What follows belongs to an exercise in optimizing a design on an open flow for small area; a production flow would make more cautious choices. Only simulation tests tie the RTL to the original design; equivalence was not proved. Power and IR drop assume default switching activity.

==> inputs of run a <==
==> flow/design.v <==
package utils_pkg;
    typedef enum logic [2:0] {
        ST_IDLE = 3'd0,
        ST_HDR  = 3'd1,
        ST_DATA = 3'd2,
        ST_ERR  = 3'd3,
        ST_DONE = 3'd4
    } state_t;
    typedef struct packed {
        logic [7:0]  header;
        logic [3:0]  opcode;
        logic [63:0] data;
        logic [3:0]  error;
        state_t      m_state;
    } packet_t;
endpackage
module fifo_ptr #(
    parameter int DEPTH      = 16,
    parameter int COUNT_SIZE = (DEPTH <= 1) ? 1 : $clog2(DEPTH)
) (
    input  logic                  aclk,
    input  logic                  resetn,
    input  logic                  adv,
    output logic [COUNT_SIZE-1:0] ptr
);
    always_ff @(posedge aclk or negedge resetn) begin
        if (!resetn)
            ptr <= '0;
        else if (adv)
            ptr <= (ptr == COUNT_SIZE'(DEPTH - 1)) ? '0 : ptr + 1'b1;
    end
endmodule
module fifo_row #(
    parameter int W = 84
) (
    input  logic         aclk,
    input  logic         we,
    input  logic         wen,
    input  logic [W-1:0] d,
    output logic [W-1:0] q
);
    always_ff @(posedge aclk)
        q <= ~((q | {W{we}}) & (d | {W{wen}}));
endmodule
module fifo_rdmux #(
    parameter int DEPTH = 16,
    parameter int W     = 84
) (
    input  logic [DEPTH-1:0] seln,
    input  logic [DEPTH*W-1:0] rows,
    output logic [W-1:0]     y
);
    always_comb begin
        y = '1;
        for (int i = 0; i < DEPTH; i++)
            y = y & (rows[i*W +: W] | {W{seln[i]}});
    end
endmodule
module generic_fifo #(
    parameter int DEPTH      = 16,
    parameter int COUNT_SIZE = (DEPTH <= 1) ? 1 : $clog2(DEPTH)
) (
    input  logic                  aclk,
    input  logic                  resetn,
    input  logic                  push,
    input  logic                  pop,
    output logic [COUNT_SIZE-1:0] wr_ptr,
    output logic [COUNT_SIZE-1:0] rd_ptr,
    output logic                  full,
    output logic                  empty,
    input  utils_pkg::packet_t    data_in,
    output utils_pkg::packet_t    data_out
);
    localparam int W = $bits(data_in);
    logic [DEPTH*(W+1)-1:0] rows;
    logic [W:0]        rd_row;
    logic [DEPTH-1:0]  we;
    logic [DEPTH-1:0]  wen;
    logic [DEPTH-1:0]  rd_seln;
    logic              last_push;    
    logic              ptr_eq;
    logic              do_push;
    logic              do_pop;
    assign ptr_eq   = (wr_ptr == rd_ptr);
    assign empty    = ptr_eq && !last_push;
    assign full     = ptr_eq && last_push;
    assign do_push  = push && (!full || pop);
    assign do_pop   = pop && !empty;
    fifo_ptr #(.DEPTH(DEPTH), .COUNT_SIZE(COUNT_SIZE)) u_wr_ptr (
        .aclk   (aclk),
        .resetn (resetn),
        .adv    (do_push),
        .ptr    (wr_ptr)
    );
    fifo_ptr #(.DEPTH(DEPTH), .COUNT_SIZE(COUNT_SIZE)) u_rd_ptr (
        .aclk   (aclk),
        .resetn (resetn),
        .adv    (do_pop),
        .ptr    (rd_ptr)
    );
    always_ff @(posedge aclk or negedge resetn) begin
        if (!resetn)
            last_push <= 1'b0;
        else if (do_push != do_pop)
            last_push <= do_push;
    end
    for (genvar i = 0; i < DEPTH; i++) begin : g_slot
        assign we[i]      = do_push && (wr_ptr == COUNT_SIZE'(i));
        assign wen[i]     = !we[i];
        assign rd_seln[i] = (rd_ptr != COUNT_SIZE'(i));
        fifo_row #(.W(W + 1)) u_row (
            .aclk (aclk),
            .we   (we[i]),
            .wen  (wen[i]),
            .d    ({1'b0, data_in}),
            .q    (rows[i*(W+1) +: W+1])
        );
    end
    fifo_rdmux #(.DEPTH(DEPTH), .W(W + 1)) u_rdmux (
        .seln (rd_seln),
        .rows (rows),
        .y    (rd_row)
    );
    assign data_out = rd_row[W-1:0] ^ {W{rd_row[W]}};
endmodule
==> flow/run.sh <==
#!/bin/bash
# synth_recipe.tcl (not shown) runs the flow's synth.tcl, then flattens the netlist and writes it again
# the make line also repeats each setting of config.mk as NAME=value (left out here)
make -C /OpenROAD-flow-scripts/flow DESIGN_CONFIG=/design/flow/config.mk WORK_HOME=/design/flow/orfs CLKGATE_MAP_FILE= SYNTH_SCRIPT=/design/flow/synth_recipe.tcl finish
==> flow/config.mk <==
export PLATFORM = sky130hd
export DESIGN_NAME = generic_fifo
export DESIGN_NICKNAME = generic_fifo
export VERILOG_FILES = /design/flow/design.v
export SDC_FILE = /design/flow/constraint.sdc
export NUM_CORES = 4
export LEC_CHECK = 0
export CAP_MARGIN = 20
export CORE_MARGIN = 2
export CORE_UTILIZATION = 40
export SLEW_MARGIN = 20
export SYNTH_HIERARCHICAL = 1
export SYNTH_MINIMUM_KEEP_SIZE = 0
==> flow/constraint.sdc <==
create_clock -name core_clock -period 7.0 [get_ports {aclk}]
set_input_delay 1.4000 -clock core_clock [delete_from_list [all_inputs] [get_ports {aclk}]]
set_output_delay 1.4000 -clock core_clock [all_outputs]
set_load 0.01 [all_outputs]
==> inputs of run b, as changes to run a <==
--- a/flow/design.v
+++ b/flow/design.v
@@ -33,25 +33,19 @@
 module fifo_row #(
-    parameter int W = 84
+    parameter int W    = 83,
+    parameter bit LAST = 1'b0
 ) (
     input  logic         aclk,
-    input  logic         we,
-    input  logic         wen,
+    input  logic         hold,
+    input  logic         shift,
+    input  logic         load,
     input  logic [W-1:0] d,
-    output logic [W-1:0] q
+    input  logic [W:0]   nxt,
+    output logic [W:0]   q
 );
-    always_ff @(posedge aclk)
-        q <= ~((q | {W{we}}) & (d | {W{wen}}));
-endmodule
-module fifo_rdmux #(
-    parameter int DEPTH = 16,
-    parameter int W     = 84
-) (
-    input  logic [DEPTH-1:0] seln,
-    input  logic [DEPTH*W-1:0] rows,
-    output logic [W-1:0]     y
-);
-    always_comb begin
-        y = '1;
-        for (int i = 0; i < DEPTH; i++)
-            y = y & (rows[i*W +: W] | {W{seln[i]}});
+    if (LAST) begin : g_last
+        always_ff @(posedge aclk)
+            q <= ~((q & {(W+1){hold}}) | ({1'b0, d} & {(W+1){load}}));
+    end else begin : g_mid
+        always_ff @(posedge aclk)
+            q <= ~((q & {(W+1){hold}}) | (nxt & {(W+1){shift}}) | ({1'b0, d} & {(W+1){load}}));
     end
@@ -74,14 +68,12 @@
     localparam int W = $bits(data_in);
-    logic [DEPTH*(W+1)-1:0] rows;
-    logic [W:0]        rd_row;
-    logic [DEPTH-1:0]  we;
-    logic [DEPTH-1:0]  wen;
-    logic [DEPTH-1:0]  rd_seln;
-    logic              last_push;    
-    logic              ptr_eq;
-    logic              do_push;
-    logic              do_pop;
-    assign ptr_eq   = (wr_ptr == rd_ptr);
-    assign empty    = ptr_eq && !last_push;
-    assign full     = ptr_eq && last_push;
+    logic [W:0]            rows [DEPTH+1];
+    logic [COUNT_SIZE:0]   count;
+    logic [DEPTH:0]        at;           
+    logic [DEPTH-1:0]      hold;
+    logic [DEPTH-1:0]      shift;
+    logic [DEPTH-1:0]      load;
+    logic                  do_push;
+    logic                  do_pop;
+    assign empty    = (count == '0);
+    assign full     = (count == (COUNT_SIZE + 1)'(DEPTH));
     assign do_push  = push && (!full || pop);
@@ -102,24 +94,24 @@
         if (!resetn)
-            last_push <= 1'b0;
+            count <= '0;
         else if (do_push != do_pop)
-            last_push <= do_push;
+            count <= do_push ? count + 1'b1 : count - 1'b1;
     end
+    assign rows[DEPTH] = '0;
     for (genvar i = 0; i < DEPTH; i++) begin : g_slot
-        assign we[i]      = do_push && (wr_ptr == COUNT_SIZE'(i));
-        assign wen[i]     = !we[i];
-        assign rd_seln[i] = (rd_ptr != COUNT_SIZE'(i));
-        fifo_row #(.W(W + 1)) u_row (
-            .aclk (aclk),
-            .we   (we[i]),
-            .wen  (wen[i]),
-            .d    ({1'b0, data_in}),
-            .q    (rows[i*(W+1) +: W+1])
+        assign at[i]    = (count == (COUNT_SIZE + 1)'(i));
+        assign load[i]  = do_push && (do_pop ? at[i+1] : at[i]);
+        assign shift[i] = do_pop && !load[i];
+        assign hold[i]  = !do_pop && !load[i];
+        fifo_row #(.W(W), .LAST(i == DEPTH - 1)) u_row (
+            .aclk  (aclk),
+            .hold  (hold[i]),
+            .shift (shift[i]),
+            .load  (load[i]),
+            .d     (data_in),
+            .nxt   (rows[i+1]),
+            .q     (rows[i])
         );
     end
-    fifo_rdmux #(.DEPTH(DEPTH), .W(W + 1)) u_rdmux (
-        .seln (rd_seln),
-        .rows (rows),
-        .y    (rd_row)
-    );
-    assign data_out = rd_row[W-1:0] ^ {W{rd_row[W]}};
+    assign at[DEPTH] = full;
+    assign data_out = rows[0][W-1:0] ^ {W{rows[0][W]}};
 endmodule
==> qor summary <==
item	run b	run a
Result of the run	no timing/DRC/antenna violations	no timing/DRC/antenna violations
DRT met1 WL	56,800 um	73,700 um
Final core utilization	0.456	0.464
Combinational gate power	7700 uW	14,300 uW
Reg area	27,200 um^2	27,100 um^2
Number of buffers outside the clock class in the layout	263	264
Final net count	3,451	4,501
Skew final	0.0253 ns	0.0342 ns
Routed vias	34,814	39,786
Endpoint of the worst-slack reg-to-reg timing path	g_slot[1].u_row.q[58]$_DFF_P_	g_slot[13].u_row.q[58]$_DFF_P_
Pin slew with the least headroom to its limit	1.18 ns	1.24 ns
Internal cell power	20,300 uW	23,100 uW
DR vias/cell	7.00	6.59
Grt met3 use	0.0539	0.0544
Overall Global Routing Usage	0.218	0.272
CP Depth	9	8
Number of cells produced by synthesis	3,395	4,444
Worst EP required	7.57 ns	5.60 ns
Sequential power	14,100 uW	14,000 uW
Clock Sinks	1,357	1,353
Starting utilization of the core area	0.402	0.404

-- afterwards: timing with drivers on the ports --
Ports are ideal in the flow. The routed layouts listed here were re-timed in OpenROAD.
Step 1 assumes that a clkbuf_16 drives the clock port and a buf_2 every other input.
Step 2 also shifts input and output timing later by t, the mid clock arrival at the registers, as if the neighbouring blocks saw the same clock.
a / b / c = ideal / step 1 / step 2; a / b = the first two.
run | shift t [ns] | setup WS [ns] | cell pins on the clock port's net
run a | 0.819 | 0.338 / 0.262 / 1.080 | 1
run b | 0.799 | 2.280 / 2.280 / 1.602 | 1
After both steps every run listed still meets setup and hold. For run b, which loses most, drivers alone change the setup slack by 0.000 ns; drivers and shift together by -0.678 ns.
